From an optimization exercise on the open Yosys and OpenROAD flow, aimed at small area and a short achievable clock period; shortcuts taken in it are not production practice.
At most, simulation tests tie the RTL to the original design; equivalence was not proved.

Setup of v6:
Design mdu_hilo, start of the top module:
module mdu_hilo #(
  parameter int MULT_CYCLES = 5,
  parameter int DIV_CYCLES  = 10
) (
  input  logic        clk,
  input  logic        reset,
  input  logic [3:0]  MDU_op,
  input  logic        start,
  input  logic        Req,
  input  logic [31:0] E_V1_f,
  input  logic [31:0] E_V2_f,
  output logic        busy,
  output logic [31:0] MDU_out
);
export LEC_CHECK = 0
export ABC_AREA = 1
export CAP_MARGIN = 30
export CORE_MARGIN = 2
export CORE_UTILIZATION = 40
export CTS_BUF_LIST = sky130_fd_sc_hd__clkbuf_8
export CTS_CLUSTER_SIZE = 40
export SLEW_MARGIN = 30
create_clock -name core_clock -period 105.0 [get_ports {clk}]
standard.sh (not shown) runs the stock make flow with config.mk's settings and CLKGATE_MAP_FILE= SYNTH_SCRIPT=/design/flow/synth_recipe.tcl, a recipe that flattens the netlist after the stock synthesis.
==> flow/flow/run.sh <==
#!/bin/bash
# The standard layout (standard.sh) with two changes:
#  * synthesis maps with a plain area-recovery ABC script (strash, dch, amap)
#    (flow/abc_amap.script); everything else in synthesis is synth_recipe.tcl as is,
#    so the registers, their names and cell types are the standard synthesis's;
#  * the port buffers that global placement inserts on every input and output are buf_2
#    cells rather than the delay-buffer cell buffer_ports picks by default.
set -euo pipefail
cd "$(dirname "$0")/.."
work=$(pwd)
{
  head -n 1 synth_recipe.tcl
  echo "proc abc {args} {"
  echo "  set i [lsearch -exact \$args -script]"
  echo "  if {\$i >= 0} { lset args [expr {\$i + 1}] {$work/flow/abc_amap.script} }"
  echo "  yosys abc {*}\$args"
  echo "}"
  tail -n +2 synth_recipe.tcl
} > own_synth.tcl
export BUFFER_PORTS_ARGS="-buffer_cell sky130_fd_sc_hd__buf_2"
bash standard.sh SYNTH_SCRIPT="$work/own_synth.tcl" finish > standard_flow.log 2>&1
==> flow/flow/abc_amap.script <==
strash
dch
amap
topo
stime -c
Input-level comparison between v7 and v6:
diff --git a/flow/design.v b/flow/design.v
--- a/flow/design.v
+++ b/flow/design.v
@@ -26,30 +26,31 @@
   logic        cl, co0, co1;
   logic [32-L:0] su0, su1;
   mdu_add_row #(L)      u_lo (.x(x[L-1:0]), .y(y[L-1:0]), .ci(ci),   .s(s[L-1:0]), .co(cl));
   mdu_add_row #(33 - L) u_u0 (.x(x[32:L]),  .y(y[32:L]),  .ci(1'b0), .s(su0),      .co(co0));
   mdu_add_row #(33 - L) u_u1 (.x(x[32:L]),  .y(y[32:L]),  .ci(1'b1), .s(su1),      .co(co1));
   assign s[32:L] = cl ? su1 : su0;
   assign c33     = cl ? co1 : co0;
   logic unused;
   mdu_add_row #(2)      u_hi (.x(x[34:33]), .y(y[34:33]), .ci(c33),  .s(s[34:33]), .co(unused));
 endmodule
-module mdu_inc (
+module mdu_cinc (
   input  logic [31:0] v,
+  input  logic        inv,
   input  logic        inc,
   output logic [31:0] o
 );
   logic [32:0] c;
   assign c[0] = inc;
   for (genvar i = 0; i < 32; i++) begin : g_bit
-    assign o[i]   = v[i] ^ c[i];
-    assign c[i+1] = c[i] & v[i];
+    assign o[i]   = v[i] ^ inv ^ c[i];
+    assign c[i+1] = c[i] & (v[i] ^ inv);
   end
 endmodule
 module mdu_bsel (
   input  logic [34:0] yx,
   input  logic        one,
   input  logic        two,
   input  logic        neg,
   output logic [34:0] o
 );
   assign o[0] = (one & yx[0]) ^ neg;
@@ -224,39 +225,39 @@
           hi_q <= 32'd0;
           lo_q <= E_V1_f;
           nh_q <= 1'b0;
           nl_q <= 1'b0;
           lw_q <= 1'b0;
         end
         OP_DIV, OP_DIVU: begin
           if (!bz) begin
             hi_q <= {30'd0, r2};
             lo_q <= E_V1_f;
-            qt_q <= {q31, q30} ^ {2{a_neg ^ b_neg}};
+            qt_q <= {q31, q30};
             nh_q <= a_neg;
             nl_q <= a_neg ^ b_neg;
             lw_q <= a_neg;
             w_q  <= w2;
           end
         end
         default: ;
       endcase
     end else if (busy_q && com_q) begin
       if (mm) begin
         {hi_q, ax_q} <= s4[34:2];
         lo_q         <= {s4[1:0], s3[1:0], s2[1:0], s1[1:0], lo_q[31:8]};
       end else if (mc) begin
         hi_q <= s1[31:0];
       end else begin
         hi_q <= rr3[31:0];
-        lo_q <= {last ? qt_q : lo_q[28:27], lo_q[26:0], {c1, c2, c3} ^ {3{nl_q}}};
+        lo_q <= {last ? qt_q : lo_q[28:27], lo_q[26:0], c1, c2, c3};
         w_q  <= wc;
       end
     end
   end
   logic [31:0] hi_out, lo_out;
   assign hi_out = hi_q ^ {32{nh_q}};
-  mdu_inc u_lout (.v(lo_q), .inc(nl_q ^ (lw_q & w_q)), .o(lo_out));
+  mdu_cinc u_lout (.v(lo_q), .inv(nl_q), .inc(nl_q ^ (lw_q & w_q)), .o(lo_out));
   assign busy    = busy_q;
   assign MDU_out = ({32{(MDU_op == OP_MFHI) & ~zh_q & ~(nh_q & w_q)}} & hi_out) |
                    ({32{(MDU_op == OP_MFLO) & ~zl_q}} & lo_out);
 endmodule
Results
In the tables for v7 and v6, fill cell total of the finished layout reads higher with v6. Delta (v7 minus v6): area taken by multi-input logic gates rose by 240 um^2; sequential portion of the cell area fell by 0.30 points; wire length rose by about 1.8%; number of non-clock buffers in the layout rose by 7. Cmp v7 and v6 / largest net degree at the start of global routing / higher: v7. For v6, the slowest stage cell on the critical path was nand4_1, unlike v7, where it was buf_4. Changes observed in v7 relative to v6: basic-gate share of the synthesized area counting and, or, nand and nor cells increased 0.85 points, final period demand of the worst path went down by 0.28 ns, via count climbed 148. Register area across v7 and v6: no real change.

* * *

The RTL this note starts from:
==> flow/design.v <==
module mdu_add_row #(
  parameter int W = 35
) (
  input  logic [W-1:0] x,
  input  logic [W-1:0] y,
  input  logic         ci,
  output logic [W-1:0] s,
  output logic         co
);
  logic [W:0] c;
  always_comb begin
    c[0] = ci;
    for (int i = 0; i < W; i++) begin
      s[i]   = x[i] ^ y[i] ^ c[i];
      c[i+1] = (x[i] & y[i]) | (x[i] & c[i]) | (y[i] & c[i]);
    end
  end
  assign co = c[W];
endmodule
module mdu_csel_row #(
  parameter int L = 23
) (
  input  logic [34:0] x,
  input  logic [34:0] y,
  input  logic        ci,
  output logic [34:0] s,
  output logic        c33
);
  logic        cl, co0, co1;
  logic [32-L:0] su0, su1;
  mdu_add_row #(L)      u_lo (.x(x[L-1:0]), .y(y[L-1:0]), .ci(ci),   .s(s[L-1:0]), .co(cl));
  mdu_add_row #(33 - L) u_u0 (.x(x[32:L]),  .y(y[32:L]),  .ci(1'b0), .s(su0),      .co(co0));
  mdu_add_row #(33 - L) u_u1 (.x(x[32:L]),  .y(y[32:L]),  .ci(1'b1), .s(su1),      .co(co1));
  assign s[32:L] = cl ? su1 : su0;
  assign c33     = cl ? co1 : co0;
  logic unused;
  mdu_add_row #(2)      u_hi (.x(x[34:33]), .y(y[34:33]), .ci(c33),  .s(s[34:33]), .co(unused));
endmodule
module mdu_hilo #(
  parameter int MULT_CYCLES = 5,
  parameter int DIV_CYCLES  = 10
) (
  input  logic        clk,
  input  logic        reset,
  input  logic [3:0]  MDU_op,
  input  logic        start,
  input  logic        Req,
  input  logic [31:0] E_V1_f,
  input  logic [31:0] E_V2_f,
  output logic        busy,
  output logic [31:0] MDU_out
);
  localparam logic [3:0] OP_MULT  = 4'd1;
  localparam logic [3:0] OP_MULTU = 4'd2;
  localparam logic [3:0] OP_DIV   = 4'd3;
  localparam logic [3:0] OP_DIVU  = 4'd4;
  localparam logic [3:0] OP_MFHI  = 4'd5;
  localparam logic [3:0] OP_MFLO  = 4'd6;
  localparam logic [3:0] OP_MTHI  = 4'd7;
  localparam logic [3:0] OP_MTLO  = 4'd8;
  logic        busy_q;           
  logic        zh_q, zl_q;       
  logic        nh_q, nl_q;       
  logic [3:0]  k_q;              
  logic        mul_q;            
  logic        com_q;            
  logic        sgn_q;            
  logic        corr_q;           
  logic        bp_q;             
  logic        mc_q;             
  logic [1:0]  qt_q;             
  logic        ax_q;             
  logic [31:0] hi_q, lo_q, b_q;
  function automatic logic [31:0] cneg(input logic [31:0] v, input logic n);
    logic c;
    c = 1'b0;
    for (int i = 0; i < 32; i++) begin
      cneg[i] = v[i] ^ c;
      c       = c | (n & v[i]);
    end
  endfunction
  function automatic logic [34:0] bsel(input logic [34:0] yx, input logic one,
                                       input logic two, input logic neg);
    for (int i = 0; i < 35; i++)
      bsel[i] = ((one & yx[i]) | (two & ((i > 0) ? yx[(i > 0) ? i-1 : 0] : 1'b0))) ^ neg;
  endfunction
  logic acc, op_mul, op_div, op_mult, op_div_s;
  assign acc      = start & ~Req & ~busy_q;
  assign op_mult  = (MDU_op == OP_MULT);
  assign op_mul   = (MDU_op == OP_MULT) | (MDU_op == OP_MULTU);
  assign op_div_s = (MDU_op == OP_DIV);
  assign op_div   = (MDU_op == OP_DIV) | (MDU_op == OP_DIVU);
  logic        a_neg, b_neg, bz, dsmall, q31, q30, r1;
  logic [1:0]  dlo, x2, r2;
  logic [31:0] a_abs;
  always_comb begin
    a_neg  = op_div_s & E_V1_f[31];
    b_neg  = op_div_s & E_V2_f[31];
    a_abs  = cneg(E_V1_f, a_neg);
    bz     = (E_V2_f == 32'd0);
    dsmall = b_neg ? ((&E_V2_f[31:2]) & (|E_V2_f[1:0])) : ~(|E_V2_f[31:2]);
    dlo    = b_neg ? {E_V2_f[1] ^ E_V2_f[0], E_V2_f[0]} : E_V2_f[1:0];
    q31    = a_abs[31] & dsmall & (dlo == 2'd1);
    r1     = a_abs[31] & ~q31;
    x2     = {r1, a_abs[30]};
    q30    = dsmall & (x2 >= dlo);
    r2     = q30 ? (x2 - dlo) : x2;
  end
  logic dm, mm, mc;
  assign dm = ~mul_q;                        
  assign mm = mul_q & ~mc_q;                 
  assign mc = mc_q;                          
  logic        bs;
  logic [34:0] yx;
  assign bs = sgn_q & b_q[31];
  assign yx = {bs, bs, bs, b_q};
  logic [3:0] one, two, neg;
  always_comb begin
    for (int r = 0; r < 4; r++) begin
      logic b2, b1, b0;
      b2 = lo_q[2*r+1];
      b1 = lo_q[2*r];
      b0 = (r == 0) ? bp_q : lo_q[(r == 0) ? 0 : 2*r-1];
      one[r] = b1 ^ b0;
      two[r] = (b2 & ~b1 & ~b0) | (~b2 & b1 & b0);
      neg[r] = b2 & ~(b1 & b0);
    end
    if (dm) begin
      one[2:0] = 3'b111;
      two[2:0] = 3'b000;
      neg[2:0] = {3{~bs}};
    end
    if (mc) begin
      one[0] = corr_q;
      two[0] = 1'b0;
      neg[0] = 1'b0;
    end
  end
  logic [34:0] x1, x2r, x3, x4, y1, y2, y3, y4, s1, s2, s3, s4, rr1, rr2, rr3;
  logic        c1, c2, c3, c4;
  assign x1 = dm ? {ax_q, ax_q, hi_q, lo_q[29]} : {ax_q, ax_q, ax_q, hi_q};
  assign y1 = bsel(yx, one[0], two[0], neg[0]);
  mdu_csel_row u_r1 (.x(x1), .y(y1), .ci(neg[0]), .s(s1), .c33(c1));
  assign rr1 = {s1[34:32], ~c1 ? x1[31:0] : s1[31:0]};
  assign x2r = dm ? {s1[34], s1[34], rr1[31:0], lo_q[28]} : {s1[34], s1[34], s1[34:2]};
  assign y2  = bsel(yx, one[1], two[1], neg[1]);
  mdu_csel_row u_r2 (.x(x2r), .y(y2), .ci(neg[1]), .s(s2), .c33(c2));
  assign rr2 = {s2[34:32], ~c2 ? x2r[31:0] : s2[31:0]};
  assign x3 = dm ? {s2[34], s2[34], rr2[31:0], lo_q[27]} : {s2[34], s2[34], s2[34:2]};
  assign y3 = bsel(yx, one[2], two[2], neg[2]);
  mdu_csel_row u_r3 (.x(x3), .y(y3), .ci(neg[2]), .s(s3), .c33(c3));
  assign rr3 = {s3[34:32], ~c3 ? x3[31:0] : s3[31:0]};
  assign x4 = {s3[34], s3[34], s3[34:2]};
  assign y4 = bsel(yx, one[3], two[3], neg[3]);
  mdu_add_row u_r4 (.x(x4), .y(y4), .ci(neg[3]), .s(s4), .co(c4));
  logic last;
  assign last = mul_q ? (k_q == 4'd4) : (k_q == 4'd9);
  always_ff @(posedge clk or negedge reset) begin
    if (!reset) begin
      busy_q <= 1'b0;
      zh_q   <= 1'b1;
      zl_q   <= 1'b1;
    end else begin
      if (busy_q) begin
        if (last) busy_q <= 1'b0;
      end else if (acc && (op_mul || op_div)) begin
        busy_q <= 1'b1;
      end
      if (acc && ((MDU_op == OP_MTHI) || op_mul || (op_div && !bz))) zh_q <= 1'b0;
      if (acc && ((MDU_op == OP_MTLO) || op_mul || (op_div && !bz))) zl_q <= 1'b0;
    end
  end
  always_ff @(posedge clk) begin
    bp_q <= busy_q & lo_q[7];
    mc_q <= busy_q & mul_q & (k_q == 4'd3);
    if (!busy_q) begin
      b_q    <= E_V2_f;
      k_q    <= 4'd0;
      mul_q  <= op_mul;
      com_q  <= op_mul | ~bz;
      sgn_q  <= op_mult | op_div_s;
      corr_q <= (MDU_op == OP_MULTU) & E_V1_f[31];
    end else begin
      k_q <= k_q + 4'd1;
    end
    if (acc) begin
      case (MDU_op)
        OP_MTHI: begin
          hi_q <= E_V1_f;
          nh_q <= 1'b0;
        end
        OP_MTLO: begin
          lo_q <= E_V1_f;
          nl_q <= 1'b0;
        end
        OP_MULT, OP_MULTU: begin
          ax_q <= 1'b0;
          hi_q <= 32'd0;
          lo_q <= E_V1_f;
          nh_q <= 1'b0;
          nl_q <= 1'b0;
        end
        OP_DIV, OP_DIVU: begin
          if (!bz) begin
            hi_q <= {30'd0, r2};
            lo_q <= a_abs;
            qt_q <= {q31, q30};
            nh_q <= a_neg;
            nl_q <= a_neg ^ b_neg;
          end
        end
        default: ;
      endcase
    end else if (busy_q && com_q) begin
      if (mm) begin
        {ax_q, hi_q} <= s4[34:2];
        lo_q         <= {s4[1:0], s3[1:0], s2[1:0], s1[1:0], lo_q[31:8]};
      end else if (mc) begin
        {ax_q, hi_q} <= s1[32:0];
      end else begin
        hi_q <= rr3[31:0];
        lo_q <= {last ? qt_q : lo_q[28:27], lo_q[26:0], c1, c2, c3};
      end
    end
  end
  logic [31:0] hi_out, lo_out;
  assign hi_out  = cneg(hi_q, nh_q);
  assign lo_out  = cneg(lo_q, nl_q);
  assign busy    = busy_q;
  assign MDU_out = ({32{(MDU_op == OP_MFHI) & ~zh_q}} & hi_out) |
                   ({32{(MDU_op == OP_MFLO) & ~zl_q}} & lo_out);
endmodule
Settings: LEC_CHECK=0, ABC_AREA=1, CAP_MARGIN=30, CORE_MARGIN=2, CORE_UTILIZATION=40, SLEW_MARGIN=30; clock period 105.0 ns.
==> flow/flow/run.sh <==
#!/bin/bash
# The standard layout (standard.sh, unchanged synthesis and steps), except that the
# port buffers that global placement inserts on every input and output are buf_2 cells
# rather than the delay-buffer cell buffer_ports picks by default.
set -euo pipefail
cd "$(dirname "$0")/.."
export BUFFER_PORTS_ARGS="-buffer_cell sky130_fd_sc_hd__buf_2"
bash standard.sh > standard_flow.log 2>&1
Edit:
--- a/flow/design.v
+++ b/flow/design.v
@@ -17,9 +17,9 @@
   end
   assign co = c[W];
 endmodule
 module mdu_csel_row #(
-  parameter int L = 23
+  parameter int L = 26
 ) (
   input  logic [34:0] x,
   input  logic [34:0] y,
   input  logic        ci,
Outcome: Hold slack got worse by 0.011 ns. Register-to-register slack got worse by 1.4 ns. Wire length fell by 1.8%. Area after synthesis fell by about 2.4%. Clock skew fell by 0.0046 ns. Global-route usage rose by 0.88 points. Utilization rose by 0.40 points. Synthesized cell count fell by about 4.3%. Critical path depth rose by 2. Cell count fell by 3.4%.
Function was not checked in any run of this note: the RTL went through the layout flow alone.

[what the ideal ports hide]
Ports are ideal in the flow. The routed layouts listed here were re-timed in OpenROAD.
Step 1, drivers: a clkbuf_16 drives clk and a buf_2 each remaining input, both assumed.
Step 2 also shifts input and output timing later by t, the mid clock arrival at the registers, as if the neighbouring blocks saw the same clock.
a / b / c = ideal ports / drivers / drivers and shift; a / b = the first two.
run	t (ns)	setup slack, ns	worst register clock-pin slew, ns	cell pins on the clock port's net
v6	0.542	61.217 / 61.198 / 61.198	0.10 / 0.10	1
v7	0.533	61.493 / 61.473 / 61.473	0.09 / 0.09	1
the first run of note 2	0.477	61.276 / 61.253 / 61.253	0.07 / 0.07	1
the second run of note 2	0.479	61.086 / 61.066 / 61.066	0.07 / 0.07	1
After both steps setup and hold are still met in every run listed. For the first run of note 2, which loses most, drivers alone change the setup slack by -0.023 ns; drivers and shift together by -0.023 ns.
